From an optimization exercise on the open Yosys and OpenROAD flow, aimed at small area and a short achievable clock period; shortcuts taken in it are not production practice.
Function was checked by simulation only, so behaviour that the tests miss may differ from the original.
Power is estimated from default activity; no workload was simulated.

Design axi_txn_sig_scoreboard, start of the top module:
module axi_txn_sig_scoreboard (
    input  logic        aclk,
    input  logic        aresetn,
    input  logic        clr,
    input  logic        u_awvalid,
    input  logic        u_awready,
    input  logic [31:0] u_awaddr,
    input  logic [7:0]  u_awlen,
    input  logic        u_wvalid,
    input  logic        u_wready,
    input  logic        u_wlast,
    input  logic [63:0] u_wdata,
    input  logic        d_awvalid,
    input  logic        d_awready,
    input  logic [31:0] d_awaddr,
    input  logic [7:0]  d_awlen,
    input  logic        d_wvalid,
    input  logic        d_wready,
    input  logic        d_wlast,
    input  logic [63:0] d_wdata,
    output logic [15:0] pass_cnt,
    output logic [15:0] fail_cnt,
    output logic        mismatch,
    output logic [31:0] first_fail_addr,
    output logic        overflow,
    output logic        len_err,
    output logic        idle
);
Settings: LEC_CHECK=0, CAP_MARGIN=20, CORE_MARGIN=2, CORE_UTILIZATION=50, CTS_CLUSTER_DIAMETER=60, CTS_CLUSTER_SIZE=24, SETUP_SLACK_MARGIN=3.3, SLEW_MARGIN=20; clock period 6.0 ns.
standard.sh (not shown) runs the stock make flow with config.mk's settings and CLKGATE_MAP_FILE= SYNTH_SCRIPT=/design/flow/synth_recipe.tcl, a recipe that flattens the netlist after the stock synthesis.
==> flow/flow/run.sh <==
#!/bin/bash
# Layout flow: the standard flow (standard.sh) with its synthesis unchanged.
# Two changes to how the layout is made: the port buffers that global placement
# inserts are buf_4 cells, and timing repair may pick any drive strength of a
# cell (not only cells of the same footprint).
set -euo pipefail
bash standard.sh synth > synth.log 2>&1
bash standard.sh MATCH_CELL_FOOTPRINT=0 "BUFFER_PORTS_ARGS=-buffer_cell sky130_fd_sc_hd__buf_4" finish > layout.log 2>&1
The baseline completed without violations.
Change:
Settings changed: CTS_CLUSTER_DIAMETER 60 to 80, CTS_CLUSTER_SIZE 24 to 30.
Effect: The new run finished with timing, DRC and antenna clean. Via count goes down by about 6%. Global-route usage goes down by 3.2 points. Final area goes down by 3.8%. Register-to-register slack gets better by 20 ps. Routed wire length goes down by 8.8%. Worst setup slack gets better by 20 ps. Synthesized cell count is unchanged. Flip-flop and latch count stays the same. Clock skew goes up by 11 ps. Non-clock buffer count goes down by 115. Die area does not change.

========
The RTL this note starts from:
==> flow/design.v <==
package axi_txn_sig_pkg;
    localparam int SIG_W = 32;
    localparam int REC_W = 32 + 8 + SIG_W + 9;
endpackage
module axi_txn_sig_fifo #(
    parameter int W = 40
) (
    input  logic         aclk,
    input  logic         rst,
    input  logic         push,
    input  logic         pop,
    input  logic [W-1:0] din,
    output logic [W-1:0] head,
    output logic         ne,
    output logic         full,
    output logic         empty_nx
);
    logic [W-1:0] ring [7];
    logic [2:0]   wp, rp;
    logic [3:0]   cnt, cnt_nx;
    logic         one, h_in, h_ring;
    assign h_in     = push && (!ne || (one && pop));
    assign h_ring   = pop && !one;
    assign cnt_nx   = cnt + {3'd0, push} - {3'd0, pop};
    assign empty_nx = !push && (!ne || (one && pop));
    always_ff @(posedge aclk) begin
        if (h_in)        head <= din;
        else if (h_ring) head <= ring[rp];
        if (push)        ring[wp] <= din;
    end
    always_ff @(posedge aclk) begin
        if (rst) begin
            wp   <= '0;
            rp   <= '0;
            cnt  <= '0;
            ne   <= 1'b0;
            one  <= 1'b0;
            full <= 1'b0;
        end else begin
            if (push && !h_in) wp <= (wp == 3'd6) ? 3'd0 : wp + 3'd1;
            if (h_ring)        rp <= (rp == 3'd6) ? 3'd0 : rp + 3'd1;
            cnt  <= cnt_nx;
            ne   <= !empty_nx;
            one  <= cnt_nx == 4'd1;
            full <= cnt_nx == 4'd8;
        end
    end
endmodule
module axi_txn_sig_capture (
    input  logic        aclk,
    input  logic        rst,
    input  logic        awvalid,
    input  logic        awready,
    input  logic [31:0] awaddr,
    input  logic [7:0]  awlen,
    input  logic        wvalid,
    input  logic        wready,
    input  logic        wlast,
    input  logic [63:0] wdata,
    input  logic        rec_full,
    output logic        join_v,
    output logic [80:0] join_rec,
    output logic        drop,
    output logic        bad,
    output logic        empty_nx
);
    logic        aw_hs, w_hs, last_hs;
    logic [31:0] acc, acc_next;
    logic [8:0]  beats, beats_inc;
    assign aw_hs     = awvalid && awready;
    assign w_hs      = wvalid && wready;
    assign last_hs   = w_hs && wlast;
    assign acc_next  = {acc[30:0], acc[31]} ^ wdata[31:0] ^ wdata[63:32];
    assign beats_inc = beats + 9'd1;
    logic        cmd_ne, cmd_full, cmd_enx, dsig_ne, dsig_full, dsig_enx;
    logic        cmd_push, dsig_push;
    logic [39:0] cmd_head;
    logic [40:0] dsig_head;
    assign join_v    = cmd_ne && dsig_ne && !rec_full;
    assign cmd_push  = aw_hs && (!cmd_full || join_v);
    assign dsig_push = last_hs && (!dsig_full || join_v);
    assign drop      = (aw_hs && !cmd_push) || (last_hs && !dsig_push);
    axi_txn_sig_fifo #(.W(40)) cmd_q (
        .aclk(aclk), .rst(rst), .push(cmd_push), .pop(join_v), .din({awaddr, awlen}),
        .head(cmd_head), .ne(cmd_ne), .full(cmd_full), .empty_nx(cmd_enx)
    );
    axi_txn_sig_fifo #(.W(41)) dsig_q (
        .aclk(aclk), .rst(rst), .push(dsig_push), .pop(join_v), .din({acc_next, beats_inc}),
        .head(dsig_head), .ne(dsig_ne), .full(dsig_full), .empty_nx(dsig_enx)
    );
    assign join_rec = {cmd_head, dsig_head};
    assign bad      = join_v && (dsig_head[8:0] != ({1'b0, cmd_head[7:0]} + 9'd1));
    assign empty_nx = cmd_enx && dsig_enx &&
                      (w_hs ? (wlast || beats == 9'd511) : (beats == 9'd0));
    always_ff @(posedge aclk) begin
        if (rst) begin
            acc   <= '0;
            beats <= '0;
        end else if (w_hs) begin
            acc   <= wlast ? '0 : acc_next;
            beats <= wlast ? '0 : beats_inc;
        end
    end
endmodule
module axi_txn_sig_scoreboard (
    input  logic        aclk,
    input  logic        aresetn,
    input  logic        clr,
    input  logic        u_awvalid,
    input  logic        u_awready,
    input  logic [31:0] u_awaddr,
    input  logic [7:0]  u_awlen,
    input  logic        u_wvalid,
    input  logic        u_wready,
    input  logic        u_wlast,
    input  logic [63:0] u_wdata,
    input  logic        d_awvalid,
    input  logic        d_awready,
    input  logic [31:0] d_awaddr,
    input  logic [7:0]  d_awlen,
    input  logic        d_wvalid,
    input  logic        d_wready,
    input  logic        d_wlast,
    input  logic [63:0] d_wdata,
    output logic [15:0] pass_cnt,
    output logic [15:0] fail_cnt,
    output logic        mismatch,
    output logic [31:0] first_fail_addr,
    output logic        overflow,
    output logic        len_err,
    output logic        idle
);
    logic rst;
    assign rst = !aresetn || clr;
    logic        u_join, d_join, u_drop, d_drop, u_bad, d_bad, u_enx, d_enx;
    logic [80:0] u_jrec, d_jrec;
    logic        rec_ne, rec_full, rec_enx;
    logic        u_has, d_has;   
    logic        cmp, rec_take, u_store, d_store, rec_store;
    logic [80:0] rec_head, u_head;
    axi_txn_sig_capture u_cap (
        .aclk(aclk), .rst(rst),
        .awvalid(u_awvalid), .awready(u_awready), .awaddr(u_awaddr), .awlen(u_awlen),
        .wvalid(u_wvalid), .wready(u_wready), .wlast(u_wlast), .wdata(u_wdata),
        .rec_full(rec_full && u_has), .join_v(u_join), .join_rec(u_jrec),
        .drop(u_drop), .bad(u_bad), .empty_nx(u_enx)
    );
    axi_txn_sig_capture d_cap (
        .aclk(aclk), .rst(rst),
        .awvalid(d_awvalid), .awready(d_awready), .awaddr(d_awaddr), .awlen(d_awlen),
        .wvalid(d_wvalid), .wready(d_wready), .wlast(d_wlast), .wdata(d_wdata),
        .rec_full(rec_full && d_has), .join_v(d_join), .join_rec(d_jrec),
        .drop(d_drop), .bad(d_bad), .empty_nx(d_enx)
    );
    assign cmp      = (u_has || u_join) && (d_has || d_join);
    assign rec_take = cmp && rec_ne;
    assign u_store   = u_join && (u_has || !cmp);
    assign d_store   = d_join && (d_has || !cmp);
    assign rec_store = u_store || d_store;
    axi_txn_sig_fifo #(.W(81)) rec_q (
        .aclk(aclk), .rst(rst), .push(rec_store), .pop(rec_take),
        .din(u_store ? u_jrec : d_jrec),
        .head(rec_head), .ne(rec_ne), .full(rec_full), .empty_nx(rec_enx)
    );
    assign u_head = u_has ? rec_head : u_jrec;
    logic eq_rd, eq_ur, eq_ud, eq;
    assign eq_rd = rec_head == d_jrec;
    assign eq_ur = u_jrec == rec_head;
    assign eq_ud = u_jrec == d_jrec;
    assign eq    = u_has ? eq_rd : (d_has ? eq_ur : eq_ud);
    always_ff @(posedge aclk) begin
        if (rst) begin
            u_has    <= 1'b0;
            d_has    <= 1'b0;
            overflow <= 1'b0;
            len_err  <= 1'b0;
            idle     <= 1'b1;
        end else begin
            if (rec_enx) begin
                u_has <= 1'b0;
                d_has <= 1'b0;
            end else if (!rec_ne) begin
                u_has <= u_store;
                d_has <= d_store;
            end
            if (u_drop || d_drop) overflow <= 1'b1;
            if (u_bad || d_bad)   len_err  <= 1'b1;
            idle <= u_enx && d_enx && rec_enx;
        end
    end
    always_ff @(posedge aclk) begin
        if (rst) begin
            pass_cnt        <= '0;
            fail_cnt        <= '0;
            mismatch        <= 1'b0;
            first_fail_addr <= '0;
        end else if (cmp) begin
            if (eq) begin
                if (pass_cnt != 16'hFFFF) pass_cnt <= pass_cnt + 16'd1;
            end else begin
                if (fail_cnt != 16'hFFFF) fail_cnt <= fail_cnt + 16'd1;
                mismatch <= 1'b1;
                if (!mismatch) first_fail_addr <= u_head[80:49];
            end
        end
    end
endmodule
Settings: LEC_CHECK=0, CAP_MARGIN=20, CORE_MARGIN=2, CORE_UTILIZATION=60, CTS_CLUSTER_DIAMETER=80, CTS_CLUSTER_SIZE=30, SETUP_SLACK_MARGIN=3.3, SLEW_MARGIN=20; clock period 6.0 ns.
Scripts as last shown in full above: flow/flow/run.sh
The starting point went through all stages and came out clean.
Then changed:
==> flow/run.sh (new file) <==
#!/bin/bash
# synth_recipe.tcl (not shown) runs the flow's synth.tcl, then flattens the netlist and writes it again
# the make line also repeats each setting of config.mk as NAME=value (left out here)
make -C /OpenROAD-flow-scripts/flow DESIGN_CONFIG=/design/flow/config.mk WORK_HOME=/design/flow/orfs CLKGATE_MAP_FILE= SYNTH_SCRIPT=/design/flow/synth_recipe.tcl finish
CTS_CLUSTER_DIAMETER = not set   (was 80)
CTS_CLUSTER_SIZE = not set   (was 30)
removed: flow/flow/run.sh
removed: flow/standard.sh
After rerunning:
- design area is higher by about 1.7%
- power came out higher by 15%
- synthesized area stays the same
- fmax goes down by 1.1%
- worst hold slack gets worse by 0.013 ns
- combinational power is about the same
- clock power increases by 45%
- die area stays the same

[static timing again, ports no longer ideal]
No port has a modelled driver above. Below, the same layouts with a new extraction and two added sets of constraints. Step 1 assumes that a clkbuf_16 drives the clock port and a buf_2 every other input. Step 2 moves the port delays by t, midway between the first and last clock arrival at a register: inputs arrive t later, outputs are due t later. That takes back most of the time a late clock gives input paths. a / b / c = ideal / step 1 / step 2; a / b = the first two.
run	shift t [ns]	setup WS [ns]	worst hold slack (ns)	worst setup path after step 2	worst data-port slew with drivers (ns)
the first run of note 1	0.900	2.834 / 2.834 / 2.234	0.485 / 0.485 / 0.485	input to register	0.06
the second run of note 1	0.869	2.855 / 2.855 / 2.188	0.489 / 0.489 / 0.489	input to register	0.07
the first run of note 2	0.845	2.701 / 2.701 / 2.533	0.493 / 0.493 / 0.493	input to register	0.11
the second run of note 2	0.905	2.665 / 2.665 / 2.385	0.480 / 0.480 / 0.480	input to register	0.11
After both steps setup and hold are still met in every run listed. For the second run of note 1, which loses most, drivers alone change the setup slack by 0.000 ns; drivers and shift together by -0.667 ns.
